Context: an optimization exercise on an open-source flow, tuned for small area and few clock cycles. The choices shown serve that exercise and are no tape-out recipe. In this exercise RTL edits were held to simulation tests only and were not proved equivalent to the original. Power and IR drop assume default switching activity.

## exp/umber
Design text_to_lcd_command_stream, start of the top module:
module text_to_lcd_command_stream #(
	parameter int unsigned PAGE_COUNT = ttlcd_pkg::PageCountDef
) (
	input  logic       clk,
	input  logic       arst_n,
	input  logic       in_valid,
	output logic       in_ready,
	input  logic [7:0] char_code,
	output logic       out_valid,
	input  logic       out_ready,
	output logic [7:0] out_byte,
	output logic       is_data,
	output logic       last
);
	localparam int unsigned PageW = (PAGE_COUNT > 1) ? $clog2(PAGE_COUNT) : 1;
	localparam logic [PageW-1:0] PageMax = PageW'(PAGE_COUNT - 1);
	logic [3:0]       grp_q;
	logic [1:0]       pos_q;
	logic [6:0]       code_q;    
	logic [3:0]       cell_q;    
	logic [PageW-1:0] page_q;
	logic       idle;
	logic       last_byte;
	logic       take;
	logic       step;
	logic [7:0] col_cur;
	logic [7:0] mirrored;
	logic [6:0] glyph;
	logic [6:0] glyph_q;
	logic       shown;
	assign idle = grp_q[3] & (pos_q == 2'd3);
	assign last_byte = grp_q[3] & (pos_q == 2'd2);
	assign in_ready = idle | (last_byte & out_ready);
	assign take = in_valid & in_ready;
	assign step = out_ready & ~idle;
	always_ff @(posedge clk or negedge arst_n) begin
		if (!arst_n) begin
			grp_q <= 4'd8;
			pos_q <= 2'd3;
			cell_q <= '0;
			page_q <= '0;
		end else begin
			if (take) begin
				grp_q <= '0;
				pos_q <= '0;
			end else if (step) begin
				{grp_q, pos_q} <= {grp_q, pos_q} + 6'd1;
			end
			if (step & last_byte) begin
				{page_q, cell_q} <= {page_q, cell_q} + 7'd1;
			end
		end
	end
	always_ff @(posedge clk) begin
		if (in_ready) begin
			code_q <= {char_code[6:5] & ~{2{char_code[7]}}, char_code[4:0]};
		end
	end
	assign col_cur = {1'b0, cell_q, 3'b000} + {4'b0, grp_q};
	assign mirrored = ttlcd_pkg::LastColumn - col_cur;
	ttlcd_rom u_font (
		.code(code_q),
		.col (grp_q),
		.data(glyph),
		.shown(shown)
	);
	always_ff @(posedge clk) begin
		glyph_q <= glyph;
	end
	assign out_valid = ~idle;
	assign is_data = (pos_q == 2'd3);
	assign last = last_byte;
	always_comb begin
		case (pos_q)
			2'd0: out_byte = ttlcd_pkg::CmdPage + 8'(page_q);
			2'd1: out_byte = ttlcd_pkg::CmdColHigh + {4'b0, mirrored[7:4]};
  ...
Size in the first run: about 27 flip-flops, about 24 I/O pins, roughly 2800 µm² of cells after synthesis.
export LEC_CHECK = 0
export CAP_MARGIN = 20
export CORE_MARGIN = 2
export CORE_UTILIZATION = 30
export CTS_CLUSTER_DIAMETER = 200
export CTS_CLUSTER_SIZE = 30
export GPL_TIMING_DRIVEN = 0
export PLACE_DENSITY = 0.5
export SETUP_SLACK_MARGIN = 0.2
export SLEW_MARGIN = 20
export SYNTH_MEMORY_MAX_BITS = 16384
create_clock -name core_clock -period 5.0 [get_ports {clk}]
standard.sh (not shown) runs the stock make flow with config.mk's settings and CLKGATE_MAP_FILE= SYNTH_SCRIPT=/design/flow/synth_recipe.tcl, a recipe that flattens the netlist after the stock synthesis.
==> flow/flow/run.sh <==
#!/bin/bash
# Layout flow: the standard layout (standard.sh) with these changes to how it is made:
#  - synthesis: ABC maps the combinational logic with flow/abc_area_map.script (choices,
#    then area-oriented mapping) in place of ORFS's abc_area.script, and Yosys's half/full
#    adder extraction is skipped (ADDER_MAP_FILE empty) so ABC optimises those gates with
#    the rest. Registers are mapped by dfflibmap before either step, exactly as in the
#    standard synthesis, and synth_recipe.tcl's flatten and renaming are kept as they are;
#  - every input and output port still gets its own buffer, a sky130_fd_sc_hd__buf_1
#    (BUFFER_PORTS_ARGS) instead of the larger cell buffer_ports picks by default.
# Each tool's output goes to ORFS's logs under orfs/logs/; make's own output to
# make_finish.log here.
set -euo pipefail
W=$(pwd)
sed -e 's#log_cmd abc {\*}$abc_args#log_cmd abc {*}[lreplace $abc_args 1 1 '"$W"'/flow/abc_area_map.script]#' \
	"$FLOW_HOME/scripts/synth.tcl" > "$W/synth_area.tcl"
grep -q 'abc_area_map.script' "$W/synth_area.tcl"
sed -e "s#\$::env(SCRIPTS_DIR)/synth.tcl#$W/synth_area.tcl#" "$W/synth_recipe.tcl" > "$W/synth_wrap.tcl"
grep -q 'synth_area.tcl' "$W/synth_wrap.tcl"
bash "$W/standard.sh" SYNTH_SCRIPT="$W/synth_wrap.tcl" ADDER_MAP_FILE= \
	BUFFER_PORTS_ARGS="-buffer_cell sky130_fd_sc_hd__buf_1" finish > "$W/make_finish.log" 2>&1
==> flow/flow/abc_area_map.script <==
strash
 dc2
 &get -n
 &syn2
 &dch -f
 &nf -R 1000
 &put
 topo
 stime -c
Testbench counts of exp/umber, summed over its fixed seeds: cycles 84,008.
Input-level comparison between exp/indigo and exp/umber:
Settings: PLACE_DENSITY now 0.55, was 0.5; CTS_CLUSTER_SIZE no longer set, was 30; CTS_CLUSTER_DIAMETER no longer set, was 200; SETUP_SLACK_MARGIN now 0.3, was 0.2.
==> flow/flow/abc_area_map.script <==
strash
 &get -n
 &dch -f
 &nf -D 3000 -R 1000
 &put
 topo
 stime -c
## What came out
Going from exp/umber to exp/indigo, post-synthesis net count down 7.1%; max-slew headroom at the worst pin down 6.6 points. | fraction of met2 tracks used by global routing | lower: exp/indigo |. Simple-gate portion of the synthesized area: exp/umber and exp/indigo compared, lower one is exp/indigo. Relative to exp/umber, the final cell area reported for exp/indigo is lower. The die used by exp/indigo is smaller than the one used by exp/umber. Compared with exp/umber, routed wire length in exp/indigo decreased by a little under 10%. The clock skew was comparable across exp/umber and exp/indigo.
> inputs changed (exp/indigo -> exp/xenon)
Settings: PLACE_DENSITY changed from 0.55 to 0.5; SETUP_SLACK_MARGIN changed from 0.3 to 0.2.
==> flow/flow/abc_area_map.script <==
strash
 dc2
 &get -n
 &dch -f
 &nf -D 3000 -R 1000
 &put
 topo
 stime -c
Notes after the runs:
Looking at worst hold slack across both flows, exp/xenon is the weaker of the two, with exp/indigo ahead. The register area of exp/indigo and that of exp/xenon are within noise of each other. Area after detailed placement: exp/xenon > exp/indigo. exp/indigo → exp/xenon: layout net count went up; instance count of the mapped netlist went up.
Here is what was changed in the inputs of exp/maple compared with exp/xenon.
==> flow/flow/abc_area_map.script <==
strash
 dc2
 &get -n
 &syn2
 &dch -f
 &nf -R 1000
 &put
 topo
 stime -c
[summary]
- Having completed the whole flow, exp/maple delivered a layout that passed the timing, design-rule and antenna checks.
- Relative to exp/xenon, the buffer count excluding the clock tree in the final layout measured on exp/maple has increased by more than a quarter.
- Worst hold slack after final layout: exp/maple > exp/xenon
- Compared with exp/xenon, in exp/maple reg-to-reg setup timing slack increased 30 ps, met1 routing resource usage after global routing increased 3.1 points.
- Between exp/maple and exp/xenon, it is exp/maple whose reported leakage power is higher, by 2.4%.
- exp/xenon has lower worst supply voltage drop on vdd than exp/maple.
- When exp/maple is set beside exp/xenon, its count of inverters other than clock inverters in the layout turns out to be 1 larger.
- [exp/maple vs exp/xenon] sequential cell area: higher in exp/maple

========
## build 81
Starting RTL as in the previous note.
export LEC_CHECK = 0
export CAP_MARGIN = 20
export CORE_MARGIN = 2
export CORE_UTILIZATION = 30
export GPL_TIMING_DRIVEN = 0
export PLACE_DENSITY = 0.5
export SETUP_SLACK_MARGIN = 0.1
export SLEW_MARGIN = 20
export SYNTH_MEMORY_MAX_BITS = 16384
create_clock -name core_clock -period 5.0 [get_ports {clk}]
==> flow/flow/abc_area_map.script <==
strash
 dc2
 &get -n
 &syn2
 &dch -f
 &nf -R 1000
 &put
 topo
 stime -c
Scripts as last shown in full above: flow/flow/run.sh
Testbench counts of build 81, summed over its fixed seeds: cycles 84,008.
The inputs of build 21 differ from those of build 81 as listed below.
Settings: changing SETUP_SLACK_MARGIN from 0.1 to 0.3.
==> flow/flow/abc_area_map.script <==
strash
 &get -n
 &dch -f
 &nf -D 3000 -R 1000
 &put
 topo
 stime -c
==> notes.md <==
- Comparing build 21 and build 81, the higher average wire per standard cell is on build 21.
- The shortest clock period the worst path allows after layout in build 21 sits 0.012 ns above the value recorded for build 81.
- Build 21 vs. build 81: net load switching power shows a reduction of about 9%, register share of the cell area moved up.
Setup changes, build 21 to build 47
Settings: swapping 0.3 for 0.2 in SETUP_SLACK_MARGIN.
- The area fraction of clock buffers and clock inverters of build 21 and that of build 47 are within noise of each other.
- Build 47 improves on build 21 in power.
- Compared with build 21, in build 47 post-route worst setup slack decreased by 0.19 ns relative to the old numbers; part of the total power dissipated in combinational logic decreased by 0.2 points relative to the old numbers; met1 capacity usage during global routing decreased by 0.39 points relative to the old numbers; relative contribution of sequential cells to total power increased by 0.2 points relative to the old numbers; register area closely matched the old numbers.
- Compared build 47 vs build 21, and switching power total is down in build 47.
- ~same sequential power in build 47 and build 21
- Measured against each other, build 47 and build 21 differ in worst ir drop on vdd, the higher figure coming from build 21.

========
Setup of the baseline:
text_to_lcd_command_stream, a different RTL version from the one above (not shown whole).
For scale: roughly 24 I/O pins.
clock: 5.0 ns
lec_check: 0
cap_margin: 20
core_margin: 2
core_utilization: 30
gpl_timing_driven: 0
place_density: 0.5
slew_margin: 20
synth_memory_max_bits: 16384
==> flow/flow/abc_area_map.script <==
strash
 dc2
 &get -n
 &dch -f
 &nf -D 3000 -R 1000
 &put
 topo
 stime -c
Scripts as last shown in full above: flow/flow/run.sh
Testbench counts of the baseline, summed over its fixed seeds: cycles 84,008.
Modified inputs, the candidate compared to the baseline
-- flow/flow/abc_area_map.script --
<<< the baseline, line 2
 dc2
>>> the candidate, line 2
==> notes.md <==
The candidate was carried through to the last stage, and its layout satisfied the timing, design-rule and antenna checks.
Compare the candidate and the baseline | tap cell count lower: the candidate
Final cell count was lower in the candidate than in the baseline.
Global-route wire length before repair: the candidate and the baseline compared, lower one is the candidate
The candidate ended up with a lower fmax than the baseline did.
Of the candidate and the baseline, it is the candidate that has the higher area of the multi-input gates.

-- what the ideal ports hide --
No port has a modelled driver above. Below, the same layouts with a new extraction and two added sets of constraints. Step 1 sets driving cells, clkbuf_16 on the clock port and buf_2 on the other inputs (assumed; they add their load-dependent delay and slew). Step 2 moves the port delays by t, midway between the first and last clock arrival at a register: inputs arrive t later, outputs are due t later. That takes back most of the time a late clock gives input paths. a / b / c = no drivers / after step 1 / after step 2; a / b = the first two.
| run | shift t [ns] | setup WS [ns] | clock arrival spread, ns | worst slew at a driven data input, ns | cell pins on the clock port's net |
|---|---|---|---|---|---|
| exp/umber | 0.292 | 0.453 / 0.453 / 0.453 | 0.009 / 0.009 | 0.03 | 1 |
| exp/indigo | 0.290 | 0.328 / 0.328 / 0.328 | 0.009 / 0.010 | 0.03 | 1 |
| exp/xenon | 0.292 | 0.423 / 0.423 / 0.423 | 0.007 / 0.007 | 0.04 | 1 |
| exp/maple | 0.292 | 0.453 / 0.453 / 0.453 | 0.009 / 0.009 | 0.03 | 1 |
| build 81 | 0.294 | 0.357 / 0.357 / 0.357 | 0.005 / 0.005 | 0.03 | 1 |
| build 21 | 0.294 | 0.345 / 0.345 / 0.345 | 0.007 / 0.007 | 0.03 | 1 |
| build 47 | 0.293 | 0.156 / 0.156 / 0.156 | 0.007 / 0.007 | 0.03 | 1 |
| the baseline | 0.290 | 0.160 / 0.160 / 0.160 | 0.007 / 0.007 | 0.03 | 1 |
| the candidate | 0.296 | 0.135 / 0.135 / 0.135 | 0.008 / 0.008 | 0.04 | 1 |
After both steps setup and hold are still met in every run listed.
